Context: an optimization exercise on an open-source flow, tuned for small area, a short achievable clock period and few clock cycles. The choices shown serve that exercise and are no tape-out recipe.
In this exercise RTL edits were held to simulation tests only and were not proved equivalent to the original.
Power figures rest on the tool's default switching activity, not on a simulated workload.

## run.sh

```bash
#!/bin/bash
# synth_recipe.tcl (not shown) runs the flow's synth.tcl, then flattens the netlist and writes it again
# the make line also repeats each setting of config.mk as NAME=value (left out here)
make -C /OpenROAD-flow-scripts/flow DESIGN_CONFIG=/design/flow/config.mk WORK_HOME=/design/flow/orfs CLKGATE_MAP_FILE= SYNTH_SCRIPT=/design/flow/synth_recipe.tcl finish
```

## config.mk

```make
export PLATFORM = sky130hd
export DESIGN_NAME = udp_rx_top
export DESIGN_NICKNAME = udp_rx_top
export VERILOG_FILES = /design/flow/design.v
export SDC_FILE = /design/flow/constraint.sdc
export NUM_CORES = 4
export LEC_CHECK = 0
export CAP_MARGIN = 20
export CORE_MARGIN = 2
export CORE_UTILIZATION = 40
export SLEW_MARGIN = 20
```

## constraint.sdc

```tcl
create_clock -name core_clock -period 5.0 [get_ports {clk}]
set_input_delay 1.0000 -clock core_clock [delete_from_list [all_inputs] [get_ports {clk}]]
set_output_delay 1.0000 -clock core_clock [all_outputs]
set_load 0.01 [all_outputs]
```

## design.v

```verilog
`timescale 1ns/10ps
`default_nettype none
module udp_rx_csr (
    input  wire                            clk,
    input  wire                            rst_i,
    input  wire [8-1:0]      awaddr_i,
    input  wire                            awvalid_i,
    input  wire [32-1:0]      wdata_i,
    input  wire [32/8-1:0]    wstrb_i,
    input  wire                            wvalid_i,
    input  wire                            bready_i,
    input  wire [8-1:0]      araddr_i,
    input  wire                            arvalid_i,
    input  wire                            rready_i,
    output wire                            awready_o,
    output wire                            wready_o,
    output wire [1:0]                      bresp_o,
    output wire                            bvalid_o,
    output wire                            arready_o,
    output wire [32-1:0]      rdata_o,
    output wire [1:0]                      rresp_o,
    output wire                            rvalid_o,
    output wire                            cfg_enable_o,
    output wire [31:0]                     cfg_local_ip_o,
    output wire [15:0]                     cfg_port_o,
    input  wire                            drop_i,
    input  wire [112-1:0]        head_hdr_i,
    input  wire [64-1:0]       head_word_i,
    input  wire [3-1:0]      count_i,
    output wire                            pop_o,
    output wire [3-1:0]   rd_word_o
);
    localparam [7:0] CTRL        = 8'h00;
    localparam [7:0] LOCAL_IP    = 8'h04;
    localparam [7:0] STATUS      = 8'h08;
    localparam [7:0] DROPS       = 8'h0C;
    localparam [7:0] HEAD_SRC_IP = 8'h10;
    localparam [7:0] HEAD_PORTS  = 8'h14;
    localparam [7:0] HEAD_LEN    = 8'h18;
    localparam [7:0] POP         = 8'h1C;
    localparam [7:0] DATA        = 8'h40;
    wire                       aw_hs;
    wire                       ar_hs;
    reg                        bvalid_q;
    reg                        rvalid_q;
    reg  [32-1:0] rdata_d;
    reg  [32-1:0] rdata_q;
    reg                        enable_q;
    reg  [15:0]                port_q;
    reg  [31:0]                local_ip_q;
    reg  [31:0]                drops_q;
    wire [31:0]                ctrl_old;
    wire [31:0]                ctrl_merged;
    wire [31:0]                ip_merged;
    wire                       in_window;
    wire [8-1:0] win_off;
    genvar b;
    assign ctrl_old = {port_q, 15'd0, enable_q};
    generate
        for (b = 0; b < 4; b = b + 1) begin : g_merge
            assign ctrl_merged[8*b +: 8] = wstrb_i[b] ? wdata_i[8*b +: 8] : ctrl_old[8*b +: 8];
            assign ip_merged[8*b +: 8]   = wstrb_i[b] ? wdata_i[8*b +: 8] : local_ip_q[8*b +: 8];
        end
    endgenerate
    assign aw_hs = awvalid_i && wvalid_i && !bvalid_q;
    assign ar_hs = arvalid_i && !rvalid_q;
    assign pop_o = aw_hs && (awaddr_i == POP);
    assign in_window = (araddr_i >= DATA) && (araddr_i < DATA + (8 * 8));
    assign win_off   = araddr_i - DATA;
    assign rd_word_o = win_off[3 +: 3];
    always @(*) begin
        rdata_d = {32{1'b0}};
        if (in_window) begin
            rdata_d = win_off[2] ? head_word_i[63:32] : head_word_i[31:0];
        end else begin
            case (araddr_i)
                CTRL:        rdata_d = {port_q, 15'd0, enable_q};
                LOCAL_IP:    rdata_d = local_ip_q;
                STATUS:      rdata_d = {{(32-3){1'b0}}, count_i};
                DROPS:       rdata_d = drops_q;
                HEAD_SRC_IP: rdata_d = head_hdr_i[111:80];
                HEAD_PORTS:  rdata_d = {head_hdr_i[79:64], head_hdr_i[31:16]};
                HEAD_LEN:    rdata_d = {16'd0, head_hdr_i[15:0]};
                default:     rdata_d = {32{1'b0}};
            endcase
        end
    end
    always @(posedge clk) begin
        if (rst_i) begin
            bvalid_q   <= 1'b0;
            rvalid_q   <= 1'b0;
            enable_q   <= 1'b0;
            port_q     <= 16'd0;
            local_ip_q <= 32'd0;
            drops_q    <= 32'd0;
        end else begin
            if (aw_hs) begin
                bvalid_q <= 1'b1;
            end else if (bready_i) begin
                bvalid_q <= 1'b0;
            end
            if (ar_hs) begin
                rvalid_q <= 1'b1;
            end else if (rready_i) begin
                rvalid_q <= 1'b0;
            end
            if (drop_i) begin
                drops_q <= drops_q + 32'd1;
            end
            if (aw_hs) begin
                case (awaddr_i)
                    CTRL: begin
                        enable_q <= ctrl_merged[0];
                        port_q   <= ctrl_merged[31:16];
                    end
                    LOCAL_IP: local_ip_q <= ip_merged;
                    default: ;
                endcase
            end
        end
    end
    always @(posedge clk) begin
        if (ar_hs) begin
            rdata_q <= rdata_d;
        end
    end
    assign awready_o = aw_hs;
    assign wready_o  = aw_hs;
    assign bresp_o   = 2'b00;
    assign bvalid_o  = bvalid_q;
    assign arready_o = ar_hs;
    assign rdata_o   = rdata_q;
    assign rresp_o   = 2'b00;
    assign rvalid_o  = rvalid_q;
    assign cfg_enable_o   = enable_q;
    assign cfg_local_ip_o = local_ip_q;
    assign cfg_port_o     = port_q;
endmodule
`default_nettype wire
`timescale 1ns/10ps
`default_nettype none
module udp_rx_ctrl (
    input  wire                            clk,
    input  wire                            rst_i,
    input  wire                            cfg_enable_i,
    input  wire [31:0]                     cfg_local_ip_i,
    input  wire [15:0]                     cfg_port_i,
    input  wire                            full_i,
    input  wire [112-1:0]        hdr_i,
    input  wire                            hdr_valid_i,
    output wire                            hdr_ready_o,
    input  wire [64-1:0]       beat_data_i,
    input  wire                            beat_last_i,
    input  wire                            beat_valid_i,
    output wire                            beat_ready_o,
    output wire                            wr_we_o,
    output wire [3-1:0]   wr_idx_o,
    output wire [64-1:0]       wr_data_o,
    output wire                            wr_commit_o,
    output wire [112-1:0]        wr_hdr_o,
    output wire                            drop_o,
    output wire                            rx_irq_o
);
    localparam [1:0] S_IDLE    = 2'd0;
    localparam [1:0] S_CHECK   = 2'd1;
    localparam [1:0] S_STORE   = 2'd2;
    localparam [1:0] S_DISCARD = 2'd3;
    reg  [1:0]                     state_q;
    reg  [1:0]                     state_d;
    reg  [112-1:0]       hdr_q;
    reg                            hdr_ready_q;
    reg  [3-1:0]  word_q;
    reg                            commit_q;
    reg                            drop_q;
    wire                           hdr_hs;
    wire                           beat_hs;
    wire [15:0]                    pay_len;
    wire                           accept;
    wire [15:0] hdr_length = hdr_q[15:0];
    assign hdr_hs  = hdr_valid_i && hdr_ready_q;
    assign beat_hs = beat_valid_i && beat_ready_o;
    assign pay_len = hdr_length - 16'd8;
    assign accept  = cfg_enable_i
                  && (hdr_q[63:32] == cfg_local_ip_i)
                  && (hdr_q[31:16] == cfg_port_i)
                  && (pay_len <= (8 * 8))
                  && !full_i;
    always @(*) begin
        state_d = state_q;
        case (state_q)
            S_IDLE:    if (hdr_hs) state_d = S_CHECK;
            S_CHECK:   state_d = accept ? S_STORE : S_DISCARD;
            S_STORE,
            S_DISCARD: if (beat_hs && beat_last_i) state_d = S_IDLE;
            default:   state_d = S_IDLE;
        endcase
    end
    always @(posedge clk) begin
        if (rst_i) begin
            state_q     <= S_IDLE;
            hdr_ready_q <= 1'b0;
            word_q      <= {3{1'b0}};
            commit_q    <= 1'b0;
            drop_q      <= 1'b0;
        end else begin
            state_q     <= state_d;
            hdr_ready_q <= (state_d == S_IDLE);
            commit_q    <= (state_q == S_STORE) && beat_hs && beat_last_i;
            drop_q      <= (state_q == S_DISCARD) && beat_hs && beat_last_i;
            if (hdr_hs) begin
                word_q <= {3{1'b0}};
            end else if (beat_hs) begin
                word_q <= word_q + 1'b1;
            end
        end
    end
    always @(posedge clk) begin
        if (hdr_hs) begin
            hdr_q <= hdr_i;
        end
    end
    assign hdr_ready_o  = hdr_ready_q;
    assign beat_ready_o = (state_q == S_STORE) || (state_q == S_DISCARD);
    assign wr_we_o     = beat_hs && (state_q == S_STORE);
    assign wr_idx_o    = word_q;
    assign wr_data_o   = beat_data_i;
    assign wr_commit_o = commit_q;
    assign wr_hdr_o    = hdr_q;
    assign rx_irq_o = commit_q;
    assign drop_o   = drop_q;
endmodule
`default_nettype wire
`timescale 1ns/10ps
`default_nettype none
module udp_rx_buffer (
    input  wire                            clk,
    input  wire                            rst_i,
    input  wire                            wr_we_i,
    input  wire [3-1:0]   wr_idx_i,
    input  wire [64-1:0]       wr_data_i,
    input  wire                            wr_commit_i,
    input  wire [112-1:0]        wr_hdr_i,
    input  wire                            pop_i,
    input  wire [3-1:0]   rd_word_i,
    output wire [112-1:0]        head_hdr_o,
    output wire [64-1:0]       head_word_o,
    output wire [3-1:0]      count_o,
    output wire                            full_o
);
    localparam integer DEPTH = 4 * 8;
    reg  [64-1:0]     word_mem [0:DEPTH-1];
    reg  [112-1:0]      hdr_mem  [0:4-1];
    reg  [2-1:0] wr_ptr_q;
    reg  [2-1:0] rd_ptr_q;
    reg  [3-1:0]    count_q;
    wire                          do_pop;
    assign do_pop = pop_i && (count_q != {3{1'b0}});
    always @(posedge clk) begin
        if (wr_we_i) begin
            word_mem[{wr_ptr_q, wr_idx_i}] <= wr_data_i;
        end
        if (wr_commit_i) begin
            hdr_mem[wr_ptr_q] <= wr_hdr_i;
        end
    end
    always @(posedge clk) begin
        if (rst_i) begin
            wr_ptr_q <= {2{1'b0}};
            rd_ptr_q <= {2{1'b0}};
            count_q  <= {3{1'b0}};
        end else begin
            if (wr_commit_i) begin
                wr_ptr_q <= wr_ptr_q + 1'b1;
            end
            if (do_pop) begin
                rd_ptr_q <= rd_ptr_q + 1'b1;
            end
            case ({wr_commit_i, do_pop})
                2'b10:   count_q <= count_q + 1'b1;
                2'b01:   count_q <= count_q - 1'b1;
                default: count_q <= count_q;
            endcase
        end
    end
    assign head_hdr_o  = hdr_mem[rd_ptr_q];
    assign head_word_o = word_mem[{rd_ptr_q, rd_word_i}];
    assign count_o     = count_q;
    assign full_o      = (count_q == 4);
endmodule
`default_nettype wire
`timescale 1ns/10ps
`default_nettype none
module udp_rx_top (
    input  wire                            clk,
    input  wire                            rst_i,
    input  wire [31:0]                     hdr_src_ip_i,
    input  wire [15:0]                     hdr_src_port_i,
    input  wire [31:0]                     hdr_dst_ip_i,
    input  wire [15:0]                     hdr_dst_port_i,
    input  wire [15:0]                     hdr_length_i,
    input  wire                            hdr_valid_i,
    output wire                            hdr_ready_o,
    input  wire [64-1:0]       beat_data_i,
    input  wire                            beat_last_i,
    input  wire                            beat_valid_i,
    output wire                            beat_ready_o,
    input  wire [8-1:0]      axil_awaddr_i,
    input  wire                            axil_awvalid_i,
    input  wire [32-1:0]      axil_wdata_i,
    input  wire [32/8-1:0]    axil_wstrb_i,
    input  wire                            axil_wvalid_i,
    input  wire                            axil_bready_i,
    input  wire [8-1:0]      axil_araddr_i,
    input  wire                            axil_arvalid_i,
    input  wire                            axil_rready_i,
    output wire                            axil_awready_o,
    output wire                            axil_wready_o,
    output wire [1:0]                      axil_bresp_o,
    output wire                            axil_bvalid_o,
    output wire                            axil_arready_o,
    output wire [32-1:0]      axil_rdata_o,
    output wire [1:0]                      axil_rresp_o,
    output wire                            axil_rvalid_o,
    output wire                            rx_irq_o
);
    wire                          cfg_enable;
    wire [31:0]                   cfg_local_ip;
    wire [15:0]                   cfg_port;
    wire                          drop;
    wire                          wr_we;
    wire [3-1:0] wr_idx;
    wire [64-1:0]     wr_data;
    wire                          wr_commit;
    wire [112-1:0]      wr_hdr;
    wire                          full;
    wire                          pop;
    wire [3-1:0] rd_word;
    wire [112-1:0]      head_hdr;
    wire [64-1:0]     head_word;
    wire [3-1:0]    count;
    udp_rx_csr u_csr (
        .clk            (clk),
        .rst_i          (rst_i),
        .awaddr_i       (axil_awaddr_i),
        .awvalid_i      (axil_awvalid_i),
        .wdata_i        (axil_wdata_i),
        .wstrb_i        (axil_wstrb_i),
        .wvalid_i       (axil_wvalid_i),
        .bready_i       (axil_bready_i),
        .araddr_i       (axil_araddr_i),
        .arvalid_i      (axil_arvalid_i),
        .rready_i       (axil_rready_i),
        .awready_o      (axil_awready_o),
        .wready_o       (axil_wready_o),
        .bresp_o        (axil_bresp_o),
        .bvalid_o       (axil_bvalid_o),
        .arready_o      (axil_arready_o),
        .rdata_o        (axil_rdata_o),
        .rresp_o        (axil_rresp_o),
        .rvalid_o       (axil_rvalid_o),
        .cfg_enable_o   (cfg_enable),
        .cfg_local_ip_o (cfg_local_ip),
        .cfg_port_o     (cfg_port),
        .drop_i         (drop),
        .head_hdr_i     (head_hdr),
        .head_word_i    (head_word),
        .count_i        (count),
        .pop_o          (pop),
        .rd_word_o      (rd_word)
    );
    udp_rx_ctrl u_ctrl (
        .clk            (clk),
        .rst_i          (rst_i),
        .cfg_enable_i   (cfg_enable),
        .cfg_local_ip_i (cfg_local_ip),
        .cfg_port_i     (cfg_port),
        .full_i         (full),
        .hdr_i          ({hdr_src_ip_i, hdr_src_port_i, hdr_dst_ip_i, hdr_dst_port_i,
                          hdr_length_i}),
        .hdr_valid_i    (hdr_valid_i),
        .hdr_ready_o    (hdr_ready_o),
        .beat_data_i    (beat_data_i),
        .beat_last_i    (beat_last_i),
        .beat_valid_i   (beat_valid_i),
        .beat_ready_o   (beat_ready_o),
        .wr_we_o        (wr_we),
        .wr_idx_o       (wr_idx),
        .wr_data_o      (wr_data),
        .wr_commit_o    (wr_commit),
        .wr_hdr_o       (wr_hdr),
        .drop_o         (drop),
        .rx_irq_o       (rx_irq_o)
    );
    udp_rx_buffer u_buffer (
        .clk            (clk),
        .rst_i          (rst_i),
        .wr_we_i        (wr_we),
        .wr_idx_i       (wr_idx),
        .wr_data_i      (wr_data),
        .wr_commit_i    (wr_commit),
        .wr_hdr_i       (wr_hdr),
        .pop_i          (pop),
        .rd_word_i      (rd_word),
        .head_hdr_o     (head_hdr),
        .head_word_o    (head_word),
        .count_o        (count),
        .full_o         (full)
    );
endmodule
`default_nettype wire
```

==> notes.md <==
number of standard-cell rows in the floorplan 184; Critical Path End Type primary output; average vias per placed instance 5.90; initial antenna violation count 30; half-perimeter wire length after placement 173,000 um; Data required, critical path 4.00 ns; mean instance size in the synthesized netlist 20.3 sq um; highest ir drop seen on vdd 0.000388 V; Pre-Repair DR Iteration Count 9; area inside the core boundary 251,000 sq um; post-synthesis sequential element count 2,612; max_cap viols 0; leak pwr 37.4 nW; Worst-Margin Slew 1.16 ns; outcome finished clean; Layout area overhead 17.3%; post-synth cell types 65; class of the most critical setup path primary input to primary output; H-tree depth 5; Die Y 505 um; unrepaired setup endpoints after global routing no; WHS 0.479 ns; cell repeated most along the worst path clkdlybuf4s50_1; floorplan die width 505 um; count of yosys warnings during synthesis 3; register-to-register path setup slack 1.51 ns; setup violators final 0; number of cells traversed by the worst hold path 0; number of hold buffers added after cts 0; type of the most critical hold path flop to flop; clock buffer count from CTS 283; Syn Inst Count 4,960; prevailing post-synth register cell edfxtp_1; Die Area 255,000 sq um; final worst clock skew 0.0640 ns; library cell contributing the largest single delay on the critical path clkdlybuf4s50_1; Cells after DPL 8,565; TritonCTS clock tree done; final weighted congestion of routability-driven global placement 0.864; clock insertion delay at the later pin of the skew report 0.92 ns; Slew Limit Headroom 22.1%; post-layout min period 3.68 ns; DR WL/cell 32.4 um; summed negative setup slack over all endpoints 0 ns; post-synthesis instance area 101,000 sq um; overall overflow remaining after global route 0; number of I/O pins 282; stage delay of the slowest cell on the critical path 0.66 ns; Final Max Slew Viols 0; category of the worst setup path launch point primary input; Max Clock Freq 271 MHz; Clock Path Buffers 4; share of cells above drive strength 1 20.1%; IO buf count 277; DRC violation count after routing 0; CTS resizes 0; master cell of the clock root buffer clkbuf_16; count of clock tree sinks 2,612; Post-synth EDFFs 2,512; worst path buffer plus inverter count 2; reg-to-reg critical path startpoint u_ctrl.hdr_q[63]$_DFFE_PP_; Pwr per Cell Area 391 nW/um^2; global-route wire length before repair 409,000 um; kind of cell with the highest combined delay on the critical path buffers and inverters; largest fanout on the critical path 2; CTS clk-pin slew, worst paths 0.06 ns; First DRT Iteration DRCs 6,781; Post CTS Setup Buffer Count 0; worst reg-to-reg path cell count 6; number of routed nets with antenna violations 0; endpoint of the lowest-slack register-to-register path u_ctrl.state_q[0]$_SDFF_PP0_; proportion of synthesized chip area in sequential cells 77.0%; layout net count 5,752; Overall Global Routing Usage 22.5%; Synth async-reset ratio 0%; CP Cell Sequence clkdlybuf4s50_1 -> nor2b_4 -> clkdlybuf4s50_1; final clock period utilization by the worst path 73.7%; maximum number of pins on one net before global-route repair 82; vias in the first global route 52.5k; non-filler cells, final 9,047; hold path startpoint u_ctrl.hdr_q[82]$_DFFE_PP_; total power consumption of the routed design 46.1 mW; via count of the routed design 53.4k; Final Routed Wirelength 293,000 um; total count of hold-check failures in the final report 0; Starting Density 40.1%; crit path DAT 2.68 ns; Hold Path End u_buffer.hdr_mem[3][82]$_DFFE_PP_
[layout make-up]
| class | count | area, sq um |
|---|---|---|
| fillers | 20600 | 133000 |
| clock buffers | 352 | 7530 |
| flip-flops and latches | 2612 | 77400 |
| multi-input cells | 2053 | 21800 |
| diodes | 13 | 32.5 |
| repair buffers | 529 | 5720 |
| well taps | 3348 | 4190 |
| clock inverters | 117 | 1110 |
| inverters | 23 | 92.6 |
[kinds of logic (layout without fill, tap and decap cells)]
group	count (synthesis)	in the layout	synth area share, %
AO/OA/AOI/OAI	589	589	4.07
XOR/XNOR	84	84	0.732
adder cells (fa/ha/maj)	12	12	0.157
buffers and inverters	298	1021	1.57
flip-flops	2612	2612	77.0
multiplexers	910	910	14.3
other	1	17	0.00373
AND/OR/NAND/NOR	454	454	2.15
[per-layer routing]
metal / track usage (%) / routed length (um) / vias up
li1: - / - / 21800
met1: 31.3 / 121000 / 28700
met2: 36.4 / 141000 / 2468
met3: 4.36 / 22800 / 450
met4: 6.13 / 7740 / 14
met5: 0 / 80 / -
[worst max path at each step]
stage,slack (ns),endpoint,cells after the start,start
after floorplan,0.22,u_ctrl.hdr_ready_q$_SDFF_PP0_,4,hdr_valid_i
after global placement,0.35,u_csr.rdata_q[2]$_DFFE_PP_,8,axil_araddr_i[3]
after detailed placement,0.46,u_csr.rdata_q[2]$_DFFE_PP_,7,axil_araddr_i[3]
after CTS,1.28,axil_arready_o,3,axil_arvalid_i
after global routing,1.19,axil_arready_o,3,axil_arvalid_i
final,1.32,axil_arready_o,3,axil_arvalid_i
[cell usage in the layout, fill, tap and decap left out, types with 8 or more instances in the layout]
master           synthesis  layout
buf_12                   0      94
a211oi_1                17      17
o22ai_1                103     103
mux2i_1                475     475
nand3_1                 27      27
mux2_2                  18      18
inv_1                   20      19
clkinv_2                 0      32
nand2_1                 55      55
nor2_1                 180     147
clkinv_1                 2      45
clkbuf_1               111      58
inv_6                    0       9
nor2_4                   0      32
clkdlybuf4s50_1          0     247
bufinv_16                0      20
o221ai_1               192     192
a21oi_1                134     134
diode_2                  0      13
xor2_1                  60      60
buf_4                   66     159
mux4_2                 417     417
ha_1                    11      11
clkbuf_16                0     290
nand4_1                 17      17
buf_2                   46      26
edfxtp_1              2512    2512
dfxtp_1                100      96
a22oi_1                 19      19
clkinvlp_4               0       9
a221oi_1                 9       8
xnor2_1                 24      24
nor3_1                 107     105
o21ai_0                 65      65
nor4_1                  18      18
[Yosys cell counts (18+ instances only)]
master / instances / share of area (%)
edfxtp_1: 2512 / 75
mux2i_1: 475 / 4.7
mux4_2: 417 / 9.3
o221ai_1: 192 / 1.7
nor2_1: 180 / 0.67
a21oi_1: 134 / 0.67
clkbuf_1: 111 / 0.41
nor3_1: 107 / 0.53
o22ai_1: 103 / 0.64
dfxtp_1: 100 / 2.0
buf_4: 66 / 0.49
o21ai_0: 65 / 0.32
xor2_1: 60 / 0.52
nand2_1: 55 / 0.21
buf_2: 46 / 0.23
buf_1: 32 / 0.12
nand3_1: 27 / 0.13
xnor2_1: 24 / 0.21
buf_6: 20 / 0.22
inv_1: 20 / 0.075
a22oi_1: 19 / 0.14
mux2_2: 18 / 0.20
nor4_1: 18 / 0.11
[power by group]
group | internal [mW] | switching, mW
Sequential | 24.1 | 0.128
Clock | 11.7 | 8.30
Combinational | 0.736 | 1.11
Total | 36.5 | 9.54
[through the flow]
| stage | util, % | instance area (sq um) | worst slack (ns) |
|---|---|---|---|
| 2_1_floorplan | - | 101000 | 0.216 |
| 3_3_place_gp | 43.6 | 109000 | 0.347 |
| 3_5_place_dp | 43.6 | 109000 | 0.463 |
| 4_1_cts | 47.1 | 118000 | 1.28 |
| 5_1_grt | 47.0 | 118000 | 1.19 |
| 6_report | 47.0 | 118000 | 1.32 |
[flip-flops by register name, indices dropped and copies added (netlist names), 16 cells and up, named ones only]
signal	count
u_ctrl.hdr_q	112
u_csr.local_ip_q	32
u_buffer.word_mem	2048
u_csr.rdata_q	32
u_csr.port_q	16
u_csr.drops_q	32
u_buffer.hdr_mem	320
Testbench counts, summed over its fixed seeds: cycles 32,339.

==> separate check: timing with driven ports <==
The results above use ideal ports. As a check the final layout listed here was re-extracted and re-timed, cells and wires unchanged. Step 1 sets driving cells, clkbuf_16 on the clock port and buf_2 on the other inputs (assumed; they add their load-dependent delay and slew). Step 2 adds t to the input delays and takes it off the output delays; t is the mean of the earliest and latest rising clock arrival at the registers after step 1. Input paths then give back, and output paths get back, about the clock's delay inside the block. Three values: ideal, step 1, step 2; two values: the first two.
shift t [ns]: 0.991
setup slack, ns: 1.316 / 1.289 / 0.496
worst register clock-pin slew, ns: 0.06 / 0.06
worst slew at a driven data input, ns: 0.20
After both steps this run still meets setup and hold. For this run, drivers alone change the setup slack by -0.027 ns; drivers and shift together by -0.820 ns.
